From an optimization exercise on the open Yosys and OpenROAD flow, aimed at small area; shortcuts taken in it are not production practice. Function was checked by simulation only, so behaviour that the tests miss may differ from the original. Power is estimated from default activity; no workload was simulated.

==> flow/design.v <==
package branch_predictor_pkg;
    typedef enum logic [1:0] {
        BR_NONE = 2'd0,
        BR_EQ   = 2'd1,
        BR_NE   = 2'd2,
        BR_JUMP = 2'd3
    } branch_op_e;
    typedef enum logic [1:0] {
        CNT_SNT = 2'd0,
        CNT_WNT = 2'd1,
        CNT_WT  = 2'd2,
        CNT_ST  = 2'd3
    } cnt_state_e;
endpackage
module sat_counter2
(
    input  logic [1:0] cnt,
    input  logic       up,
    output logic [1:0] next_cnt
);
    always_comb begin
        next_cnt = cnt;
        if (up) begin
            if (cnt != branch_predictor_pkg::CNT_ST) begin
                next_cnt = cnt + 2'd1;
            end
        end else begin
            if (cnt != branch_predictor_pkg::CNT_SNT) begin
                next_cnt = cnt - 2'd1;
            end
        end
    end
endmodule
module bp_hold
#(
    parameter int W = 1
) (
    input  logic         we,
    input  logic         wn,
    input  logic [W-1:0] d,
    input  logic [W-1:0] q,
    output logic [W-1:0] y
);
    assign y = ({W{we}} & d) | ({W{wn}} & q);
endmodule
module bp_aoi222
(
    input  logic [2:0] s,
    input  logic [2:0] d,
    output logic       y_n
);
    assign y_n = ~|(s & d);
endmodule
module bp_rd16
(
    input  logic [15:0] sel,
    input  logic [15:0] d,
    output logic        y
);
    logic [5:0] g_n;
    for (genvar k = 0; k < 5; k++) begin : g_grp
        bp_aoi222 u_grp (.s(sel[3*k+2:3*k]), .d(d[3*k+2:3*k]), .y_n(g_n[k]));
    end
    assign g_n[5] = ~(sel[15] & d[15]);
    assign y = ~&g_n;
endmodule
module branch_predictor
#(
    parameter int IDX_BITS = 4,
    parameter int ADDR_W   = 32,
    parameter int CNT_W    = 16
) (
    input  logic              clk,
    input  logic              rst,
    input  logic [ADDR_W-1:0] f_pc,
    output logic              pred_taken,
    output logic [ADDR_W-1:0] pred_target,
    input  logic              r_valid,
    input  logic [ADDR_W-1:0] r_pc,
    input  logic [1:0]        r_branchop,
    input  logic              r_taken,
    input  logic [ADDR_W-1:0] r_target,
    input  logic              r_pred_taken,
    input  logic [ADDR_W-1:0] r_pred_target,
    output logic              mispredict,
    output logic [ADDR_W-1:0] redirect_pc,
    output logic [CNT_W-1:0]  branch_cnt,
    output logic [CNT_W-1:0]  miss_cnt
);
    localparam int ENTRIES = 1 << IDX_BITS;
    localparam int TAG_W   = ADDR_W - IDX_BITS - 2;
    localparam int ROW_W   = TAG_W + ADDR_W;    
    logic [ENTRIES-1:0] valid_q;
    logic [ROW_W-1:0]   row_q    [ENTRIES];     
    logic [1:0]         cnt_q    [ENTRIES];
    logic [ROW_W-1:0]   row_d    [ENTRIES];
    logic [1:0]         cnt_d    [ENTRIES];
    logic [ENTRIES-1:0] f_sel, r_sel;
    logic [TAG_W-1:0]   f_tag, r_tag;
    logic [ROW_W-1:0]   f_row_rd;
    logic [TAG_W-1:0]   r_tag_rd;
    logic [1:0]         r_cnt_rd;
    logic               f_vld_rd, f_cnt1_rd, r_vld_rd;
    logic               f_hit, r_hit;
    logic               is_branch;
    logic               resolve_ev;
    logic               miss_cond;
    logic [1:0]         cnt_next;
    logic [1:0]         cnt_wdata;
    logic               wr_tt, wr_cnt, wr_clr;
    logic [ENTRIES-1:0] we_tt, we_cnt;
    always_comb begin
        for (int i = 0; i < ENTRIES; i++) begin
            f_sel[i] = (f_pc[IDX_BITS+1:2] == IDX_BITS'(i));
            r_sel[i] = (r_pc[IDX_BITS+1:2] == IDX_BITS'(i));
        end
        f_tag = f_pc[ADDR_W-1:IDX_BITS+2];
        r_tag = r_pc[ADDR_W-1:IDX_BITS+2];
    end
    logic [ENTRIES-1:0] f_col_row [ROW_W];
    logic [ENTRIES-1:0] r_col_tag [TAG_W];
    logic [ENTRIES-1:0] col_cnt0, col_cnt1;
    always_comb begin
        for (int b = 0; b < ROW_W; b++) begin
            for (int i = 0; i < ENTRIES; i++) f_col_row[b][i] = row_q[i][b];
        end
        for (int b = 0; b < TAG_W; b++) begin
            for (int i = 0; i < ENTRIES; i++) r_col_tag[b][i] = row_q[i][ADDR_W+b];
        end
        for (int i = 0; i < ENTRIES; i++) begin
            col_cnt0[i] = cnt_q[i][0];
            col_cnt1[i] = cnt_q[i][1];
        end
    end
    for (genvar b = 0; b < ROW_W; b++) begin : g_frd
        bp_rd16 u_rd (.sel(f_sel), .d(f_col_row[b]), .y(f_row_rd[b]));
    end
    for (genvar b = 0; b < TAG_W; b++) begin : g_rrd
        bp_rd16 u_rd (.sel(r_sel), .d(r_col_tag[b]), .y(r_tag_rd[b]));
    end
    bp_rd16 u_f_vld  (.sel(f_sel), .d(valid_q),  .y(f_vld_rd));
    bp_rd16 u_f_cnt1 (.sel(f_sel), .d(col_cnt1), .y(f_cnt1_rd));
    bp_rd16 u_r_vld  (.sel(r_sel), .d(valid_q),  .y(r_vld_rd));
    bp_rd16 u_r_cnt0 (.sel(r_sel), .d(col_cnt0), .y(r_cnt_rd[0]));
    bp_rd16 u_r_cnt1 (.sel(r_sel), .d(col_cnt1), .y(r_cnt_rd[1]));
    always_comb begin
        f_hit       = f_vld_rd && (f_row_rd[ROW_W-1:ADDR_W] == f_tag);
        pred_taken  = f_hit && f_cnt1_rd;
        pred_target = f_hit ? f_row_rd[ADDR_W-1:0] : f_pc + ADDR_W'(4);
    end
    always_comb begin
        r_hit      = r_vld_rd && (r_tag_rd == r_tag);
        is_branch  = (r_branchop != branch_predictor_pkg::BR_NONE);
        resolve_ev = r_valid && !mispredict;
        if (is_branch) begin
            miss_cond = (r_taken != r_pred_taken) ||
                        (r_taken && (r_target != r_pred_target));
        end else begin
            miss_cond = r_pred_taken;
        end
        wr_tt     = resolve_ev && is_branch && r_taken;
        wr_cnt    = resolve_ev && is_branch && (r_taken || r_hit);
        wr_clr    = resolve_ev && !is_branch && r_hit;
        cnt_wdata = r_hit ? cnt_next :
                    ((r_branchop == branch_predictor_pkg::BR_JUMP) ? branch_predictor_pkg::CNT_ST : branch_predictor_pkg::CNT_WT);
        we_tt     = r_sel & {ENTRIES{wr_tt}};
        we_cnt    = r_sel & {ENTRIES{wr_cnt}};
    end
    sat_counter2 u_sat_counter2 (
        .cnt      (r_cnt_rd),
        .up       (r_taken),
        .next_cnt (cnt_next)
    );
    always_ff @(posedge clk or posedge rst) begin
        if (rst) begin
            mispredict  <= 1'b0;
            redirect_pc <= '0;
            branch_cnt  <= '0;
            miss_cnt    <= '0;
        end else begin
            mispredict <= resolve_ev && miss_cond;
            if (resolve_ev && miss_cond) begin
                redirect_pc <= r_taken ? r_target : r_pc + ADDR_W'(4);
                miss_cnt    <= miss_cnt + CNT_W'(1);
            end
            if (resolve_ev && is_branch) begin
                branch_cnt <= branch_cnt + CNT_W'(1);
            end
        end
    end
    always_ff @(posedge clk or posedge rst) begin
        if (rst) begin
            valid_q <= '0;
        end else begin
            for (int i = 0; i < ENTRIES; i++) begin
                if (r_sel[i] && wr_tt)  valid_q[i] <= 1'b1;
                if (r_sel[i] && wr_clr) valid_q[i] <= 1'b0;
            end
        end
    end
    for (genvar i = 0; i < ENTRIES; i++) begin : g_row
        bp_hold #(.W(ROW_W)) u_row (.we(we_tt[i]), .wn(!we_tt[i]), .d({r_tag, r_target}), .q(row_q[i]), .y(row_d[i]));
        bp_hold #(.W(2))     u_cnt (.we(we_cnt[i]), .wn(!we_cnt[i]), .d(cnt_wdata), .q(cnt_q[i]), .y(cnt_d[i]));
    end
    always_ff @(posedge clk) begin
        for (int i = 0; i < ENTRIES; i++) begin
            row_q[i] <= row_d[i];
            cnt_q[i] <= cnt_d[i];
        end
    end
endmodule
==> flow/config.mk <==
export PLATFORM = sky130hd
export DESIGN_NAME = branch_predictor
export DESIGN_NICKNAME = branch_predictor
export VERILOG_FILES = /design/flow/design.v
export SDC_FILE = /design/flow/constraint.sdc
export NUM_CORES = 4
export LEC_CHECK = 0
export CAP_MARGIN = 20
export CORE_MARGIN = 2
export CORE_UTILIZATION = 40
export CTS_BUF_LIST = sky130_fd_sc_hd__clkbuf_8
export CTS_CLUSTER_DIAMETER = 60
export CTS_CLUSTER_SIZE = 18
export SLEW_MARGIN = 20
export SYNTH_HIERARCHICAL = 1
==> flow/constraint.sdc <==
create_clock -name core_clock -period 7.5 [get_ports {clk}]
set_input_delay 1.5000 -clock core_clock [delete_from_list [all_inputs] [get_ports {clk}]]
set_output_delay 1.5000 -clock core_clock [all_outputs]
set_load 0.01 [all_outputs]
standard.sh (not shown) runs the stock make flow with config.mk's settings and CLKGATE_MAP_FILE= SYNTH_SCRIPT=/design/flow/synth_recipe.tcl, a recipe that flattens the netlist after the stock synthesis.
==> flow/flow/run.sh <==
#!/bin/bash
set -euo pipefail
export BUFFER_PORTS_ARGS="-buffer_cell sky130_fd_sc_hd__buf_1"
export CTS_ARGS="-sink_clustering_enable -repair_clock_nets -sink_clustering_size 18 -sink_clustering_max_diameter 60 -buf_list sky130_fd_sc_hd__clkbuf_8 -dont_use_dummy_load"
bash standard.sh > standard.log 2>&1
Rerun with:
==> flow/flow/run.sh (replaced) <==
#!/bin/bash
set -euo pipefail
export BUFFER_PORTS_ARGS="-buffer_cell sky130_fd_sc_hd__buf_1"
bash standard.sh > standard.log 2>&1
- CTS_CLUSTER_DIAMETER: 60 -> 50
- CTS_CLUSTER_SIZE: 18 -> 15
What happened: Clock-buffer cell count rises by 32. Maximum frequency rises by about 1%. Synthesized cell count is unchanged. Die area does not change. Wire length rises by about 0.9%.
Rerun with:
==> flow/flow/run.sh (replaced) <==
#!/bin/bash
set -euo pipefail
export BUFFER_PORTS_ARGS="-buffer_cell sky130_fd_sc_hd__buf_2"
bash standard.sh > standard.log 2>&1
What happened: Core utilization goes up by 0.16 points. Count of clock-buffer cells in the layout rose by 4. Sequential share of layout area is lower by 0.16 points. Combinational power stays flat. Final cell count is lower by 0.50%. First-iteration DRC count is lower by about 1%. Power came out higher by 1.5%. Worst setup slack improved by 0.15 ns. Hold slack degrades by 0.0031 ns. Clock skew went down by 0.0080 ns.
Rerun with:
==> flow/flow/run.sh (replaced) <==
#!/bin/bash
set -euo pipefail
export BUFFER_PORTS_ARGS="-buffer_cell sky130_fd_sc_hd__buf_1"
bash standard.sh > standard.log 2>&1
- CORE_UTILIZATION: 40 -> 50
Outcome: The changed run produced a clean layout; power decreases by 0.67%; critical path depth stays the same; via count increases by 2.3%.
Rerun with:
--- a/flow/flow/run.sh
+++ b/flow/flow/run.sh
@@ -3,0 +4 @@
+export CTS_ARGS="-sink_clustering_enable -repair_clock_nets -sink_clustering_size 15 -sink_clustering_max_diameter 50 -buf_list sky130_fd_sc_hd__clkbuf_8 -dont_use_dummy_load"
- CORE_UTILIZATION: 50 -> 40
Result: Wire length falls by 2.3%. Core utilization falls by 12 points. Cell area is lower by 1.6%. Cell count went up by 3.9%. Total power shrinks by 8.4%. Sequential power stays flat.

[port drivers added, routing unchanged]
The results above use ideal ports. As a check the final layouts listed here were re-extracted and re-timed, cells and wires unchanged. Step 1 sets driving cells, clkbuf_16 on the clock port and buf_2 on the other inputs (assumed; they add their load-dependent delay and slew). Step 2 times the ports against the registers' clock, not the clock port: input delays grow and output delays shrink by t, the midpoint of the rising clock arrivals with the driver on. Three values: no drivers, after step 1, after step 2; two values: the first two.
| run | t, ns | slack for setup (ns) | hold slack, ns | worst data-port slew with drivers (ns) |
|---|---|---|---|---|
| the first run | 0.780 | 0.623 / 0.593 / 0.593 | 0.471 / 0.471 / 0.471 | 0.08 |
| the second run | 0.879 | 0.688 / 0.659 / 0.659 | 0.473 / 0.473 / 0.473 | 0.09 |
| the third run | 0.850 | 0.839 / 0.816 / 0.816 | 0.470 / 0.470 / 0.470 | 0.14 |
| the fourth run | 0.839 | 0.519 / 0.496 / 0.496 | 0.477 / 0.477 / 0.477 | 0.09 |
| the fifth run | 0.812 | 0.695 / 0.666 / 0.666 | 0.470 / 0.470 / 0.470 | 0.09 |
After both steps setup and hold are still met in every run listed. The setup slack of the first run, which loses most, moves by -0.030 ns with the drivers and by -0.030 ns with both steps.
